Background: an optimization exercise with open tools, aiming at a short achievable clock period. Do not read the settings as production practice.
Function was checked by simulation only, so behaviour that the tests miss may differ from the original.
The clock port is modelled as an ideal driver, which makes a skipped or thinned clock tree look cheaper than it is; a real chip needs a root buffer or a tree.

== 07-06 ==
## vector_unit_top
module vector_unit_top (
    input  logic                  clk_i,
    input  logic                  rst_n_i,
    input  logic                  wb_cyc_i,
    input  logic                  wb_stb_i,
    input  logic                  wb_we_i,
    input  logic [5-1:0] wb_adr_i,
    input  logic [32-1:0] wb_dat_i,
    input  logic [3:0]            wb_sel_i,
    output logic [32-1:0] wb_dat_o,
    output logic                  wb_ack_o
);
Size: ~3,700 cells after synthesis.
clock: 4.0 ns
lec_check: 0
cap_margin: 20
core_margin: 2
core_utilization: 55
setup_slack_margin: 2.4
slew_margin: 20
synth_hierarchical: 1
standard.sh (not shown) runs the stock make flow with config.mk's settings and CLKGATE_MAP_FILE= SYNTH_SCRIPT=/design/flow/synth_recipe.tcl, a recipe that flattens the netlist after the stock synthesis.
==> flow/flow/run.sh <==
#!/bin/bash
# Own layout flow: the standard flow (standard.sh) for every step, with
# the clock tree that CTS builds swapped, inside the CTS step, for a
# two-level clock-inverter tree (post_cts.tcl sources clocktree.tcl), then
# legalized and repaired again. Each step's output goes to a log file here.
set -eo pipefail
cd "$(dirname "$0")/.."
flowdir=$(pwd)/flow
bash standard.sh synth > synth.log 2>&1
bash standard.sh floorplan place > place.log 2>&1
bash standard.sh POST_CTS_TCL="$flowdir/post_cts.tcl" cts > cts.log 2>&1
bash standard.sh finish > finish.log 2>&1
==> flow/flow/clocktree.tcl <==
# Replace the clock tree with two levels of clock inverters: the clock port
# drives NR root inverters, each of which drives a few of the NB leaf
# inverters, and each leaf drives one cluster of flip-flops. Both levels
# invert, so the flip-flops see the port's edge.
set BUF [expr {[info exists ::env(VU_CLK_BUF)] ? $::env(VU_CLK_BUF) : "sky130_fd_sc_hd__clkinv_16"}]
set block [ord::get_db_block]
set db [ord::get_db]
set root [$block findNet clk_i]

# Walk the existing tree from the port: buffers/loads to delete, sink pins to keep
set sinks {}
set old_insts {}
set old_nets {}
set todo [list $root]
while {[llength $todo]} {
  set net [lindex $todo 0]
  set todo [lrange $todo 1 end]
  foreach it [$net getITerms] {
    if {[$it isOutputSignal]} { continue }
    set inst [$it getInst]
    set m [[$inst getMaster] getName]
    if {[[$inst getMaster] isSequential] || [string match "*__df*" $m]} {
      lappend sinks $it
    } else {
      lappend old_insts $inst
      foreach ot [$inst getITerms] {
        if {[$ot isOutputSignal] && [$ot getNet] ne "NULL"} {
          lappend todo [$ot getNet]
          lappend old_nets [$ot getNet]
        }
      }
    }
  }
}
puts "clocktree: [llength $sinks] sinks, removing [llength $old_insts] cells and [llength $old_nets] nets"
foreach it $sinks { $it disconnect }
foreach inst $old_insts { odb::dbInst_destroy $inst }
foreach net $old_nets { odb::dbNet_destroy $net }

# Leaf cells: about 30 flip-flops each
set NR [expr {[info exists ::env(VU_CLK_ROOTS)] ? $::env(VU_CLK_ROOTS) : 4}]
set NB [expr {[info exists ::env(VU_CLK_BUFS)] ? $::env(VU_CLK_BUFS) : $NR * max(1, int(ceil([llength $sinks] / (29.0 * $NR))))}]

# Sink positions (pin centres)
set pts {}
foreach it $sinks {
  set inst [$it getInst]
  set bb [$inst getBBox]
  lappend pts [list [expr {([$bb xMin] + [$bb xMax]) / 2.0}] [expr {([$bb yMin] + [$bb yMax]) / 2.0}]]
}
# k-means from a grid of seeds
set n [llength $pts]
set xs [lsort -real [lmap p $pts {lindex $p 0}]]
set ys [lsort -real [lmap p $pts {lindex $p 1}]]
set cent {}
set gx [expr {int(ceil(sqrt($NB)))}]
set gy [expr {int(ceil(double($NB) / $gx))}]
for {set k 0} {$k < $NB} {incr k} {
  set ix [expr {$k % $gx}]
  set iy [expr {$k / $gx}]
  lappend cent [list [lindex $xs [expr {int(($ix + 0.5) * $n / $gx)}]] [lindex $ys [expr {int(($iy + 0.5) * $n / $gy)}]]]
}
set cap [expr {int(ceil(double($n) / $NB))}]
for {set iter 0} {$iter < 30} {incr iter} {
  # balanced assignment: each point to its nearest centre with room left, farthest-first
  set cnt [lrepeat $NB 0]
  set asg [lrepeat $n -1]
  set items {}
  for {set i 0} {$i < $n} {incr i} {
    set p [lindex $pts $i]
    set best 1e30
    for {set k 0} {$k < $NB} {incr k} {
      set c [lindex $cent $k]
      set d [expr {abs([lindex $p 0] - [lindex $c 0]) + abs([lindex $p 1] - [lindex $c 1])}]
      if {$d < $best} { set best $d }
    }
    lappend items [list $i $best]
  }
  foreach item [lsort -real -decreasing -index 1 $items] {
    set i [lindex $item 0]
    set p [lindex $pts $i]
    set bk -1
    set best 1e30
    for {set k 0} {$k < $NB} {incr k} {
      if {[lindex $cnt $k] >= $cap} { continue }
      set c [lindex $cent $k]
      set d [expr {abs([lindex $p 0] - [lindex $c 0]) + abs([lindex $p 1] - [lindex $c 1])}]
      if {$d < $best} { set best $d; set bk $k }
    }
    lset asg $i $bk
    lset cnt $bk [expr {[lindex $cnt $bk] + 1}]
  }
  set sx [lrepeat $NB 0.0]
  set sy [lrepeat $NB 0.0]
  for {set i 0} {$i < $n} {incr i} {
    set k [lindex $asg $i]
    lset sx $k [expr {[lindex $sx $k] + [lindex $pts $i 0]}]
    lset sy $k [expr {[lindex $sy $k] + [lindex $pts $i 1]}]
  }
  for {set k 0} {$k < $NB} {incr k} {
    if {[lindex $cnt $k] > 0} {
      lset cent $k [list [expr {[lindex $sx $k] / [lindex $cnt $k]}] [expr {[lindex $sy $k] / [lindex $cnt $k]}]]
    }
  }
}
puts "clocktree: cluster sizes $cnt"

set master [$db findMaster $BUF]
$root setSigType CLOCK
# NR root cells on the port each drive a group of leaf cells; with
# inverters (VU_CLK_INV) both levels invert, so the flops see the port's edge
set RCELL [expr {[info exists ::env(VU_CLK_RCELL)] ? $::env(VU_CLK_RCELL) : $BUF}]
set rmaster [$db findMaster $RCELL]
set inpin [expr {[string match "*clkinv*" $BUF] ? "A" : "A"}]
set outpin [expr {[string match "*clkinv*" $BUF] ? "Y" : "X"}]
set rin "A"
set rout [expr {[string match "*clkinv*" $RCELL] ? "Y" : "X"}]
# group the leaves into NR contiguous groups: halves by x, then each half
# by y (quadrants for NR=4); each root drives one group
set lorder {}
for {set k 0} {$k < $NB} {incr k} { lappend lorder [list $k [lindex $cent $k 0] [lindex $cent $k 1]] }
set lorder [lsort -real -index 1 $lorder]
set nx [expr {$NR >= 4 ? 2 : 1}]
set groups {}
set per_x [expr {int(ceil(double($NB) / $nx))}]
for {set gx 0} {$gx < $nx} {incr gx} {
  set col [lsort -real -index 2 [lrange $lorder [expr {$gx * $per_x}] [expr {min($NB, ($gx + 1) * $per_x) - 1}]]]
  set ny [expr {$NR / $nx}]
  set per_y [expr {int(ceil(double([llength $col]) / $ny))}]
  for {set gy 0} {$gy < $ny} {incr gy} {
    lappend groups [lrange $col [expr {$gy * $per_y}] [expr {min([llength $col], ($gy + 1) * $per_y) - 1}]]
  }
}
for {set r 0} {$r < $NR} {incr r} {
  set rinst [odb::dbInst_create $block $rmaster "vu_clkroot_$r"]
  set rnet [odb::dbNet_create $block "vu_clkroot_net_$r"]
  $rnet setSigType CLOCK
  [$rinst findITerm $rin] connect $root
  [$rinst findITerm $rout] connect $rnet
  set rx 0.0; set ry 0.0; set cntr 0
  foreach item [lindex $groups $r] {
    set k [lindex $item 0]
    set leafroot($k) $rnet
    set rx [expr {$rx + [lindex $cent $k 0]}]; set ry [expr {$ry + [lindex $cent $k 1]}]; incr cntr
  }
  $rinst setLocation [expr {int($rx / $cntr) - [$rmaster getWidth] / 2}] [expr {int($ry / $cntr) - [$rmaster getHeight] / 2}]
  $rinst setPlacementStatus PLACED
}
for {set k 0} {$k < $NB} {incr k} {
  set inst [odb::dbInst_create $block $master "vu_clkbuf_$k"]
  set net [odb::dbNet_create $block "vu_clknet_$k"]
  $net setSigType CLOCK
  [$inst findITerm $inpin] connect $leafroot($k)
  [$inst findITerm $outpin] connect $net
  set c [lindex $cent $k]
  $inst setLocation [expr {int([lindex $c 0]) - [$master getWidth] / 2}] [expr {int([lindex $c 1]) - [$master getHeight] / 2}]
  $inst setPlacementStatus PLACED
  set nets($k) $net
}
for {set i 0} {$i < $n} {incr i} {
  [lindex $sinks $i] connect $nets([lindex $asg $i])
}
Other scripts of this flow, unchanged in this note and not shown: flow/flow/post_cts.tcl
07-06 reached the final stage; the timing, design-rule and antenna checks on its layout passed.
Setup changes, 07-06 to 09-21
-- flow/flow/clocktree.tcl --
<<< 07-06, line 117
set rout [expr {[string match "*clkinv*" $RCELL] ? "Y" : "X"}]
# group the leaves into NR contiguous groups: halves by x, then each half
# by y (quadrants for NR=4); each root drives one group
set lorder {}
>>> 09-21, line 117
set rout [expr {[string match "*clkinv*" $RCELL] ? "Y" : "X"}]
# group leaves by x order of their centres
set lorder {}
<<< 07-06, line 122
set lorder [lsort -real -index 1 $lorder]
set nx [expr {$NR >= 4 ? 2 : 1}]
set groups {}
set per_x [expr {int(ceil(double($NB) / $nx))}]
for {set gx 0} {$gx < $nx} {incr gx} {
  set col [lsort -real -index 2 [lrange $lorder [expr {$gx * $per_x}] [expr {min($NB, ($gx + 1) * $per_x) - 1}]]]
  set ny [expr {$NR / $nx}]
  set per_y [expr {int(ceil(double([llength $col]) / $ny))}]
  for {set gy 0} {$gy < $ny} {incr gy} {
    lappend groups [lrange $col [expr {$gy * $per_y}] [expr {min([llength $col], ($gy + 1) * $per_y) - 1}]]
  }
}
for {set r 0} {$r < $NR} {incr r} {
>>> 09-21, line 121
set lorder [lsort -real -index 1 $lorder]
for {set r 0} {$r < $NR} {incr r} {
<<< 07-06, line 140
  set rx 0.0; set ry 0.0; set cntr 0
  foreach item [lindex $groups $r] {
    set k [lindex $item 0]
    set leafroot($k) $rnet
>>> 09-21, line 128
  set rx 0.0; set ry 0.0; set cntr 0
  for {set j $r} {$j < $NB} {incr j $NR} {
    set k [lindex $lorder $j 0]
    set leafroot($k) $rnet
--- outcome ---
- Against 07-06, number of vias after detailed routing in 09-21 came out better.
- 09-21 vs. 07-06: endpoint required time on the critical path went up by 60 ps.
- In the metrics for 09-21 and 07-06, the one carrying the lower global-route usage is 07-06.
- Length of routed wiring on met1 of 09-21 falls short of that of 07-06 slightly.
- Run comparison: 09-21 critical path startpoint pk_q[3][4]; 07-06 critical path startpoint opac_q[3]
- 09-21 does worse than 07-06 on minimum setup slack in the final design.
In every run of this note, the design's own scripts or RTL, not TritonCTS, make the clock network.

-- static timing again, ports no longer ideal --
The flow's constraints put no driver on any port. The routed layouts listed below were extracted and timed again, unchanged, in two steps. Step 1 (the two cells are an assumption about what drives the block):
set clk [get_ports {clk_i}]
set_driving_cell -lib_cell sky130_fd_sc_hd__clkbuf_16 $clk
set_driving_cell -lib_cell sky130_fd_sc_hd__buf_2 [delete_from_list [all_inputs] $clk]
Step 2 moves the port delays by t, midway between the first and last clock arrival at a register: inputs arrive t later, outputs are due t later. That takes back most of the time a late clock gives input paths. a / b / c = no drivers / after step 1 / after step 2; a / b = the first two.
| run | t (ns) | slack for setup (ns) | worst hold slack (ns) | worst data-port slew with drivers (ns) |
|---|---|---|---|---|
| 07-06 | 0.564 | 2.287 / 2.100 / 2.040 | 0.404 / 0.405 / 0.405 | 0.07 |
| 09-21 | 0.569 | 2.275 / 2.071 / 2.004 | 0.423 / 0.423 / 0.423 | 0.07 |
After both steps every run listed still meets setup and hold. The setup slack of 09-21, which loses most, moves by -0.204 ns with the drivers and by -0.271 ns with both steps.
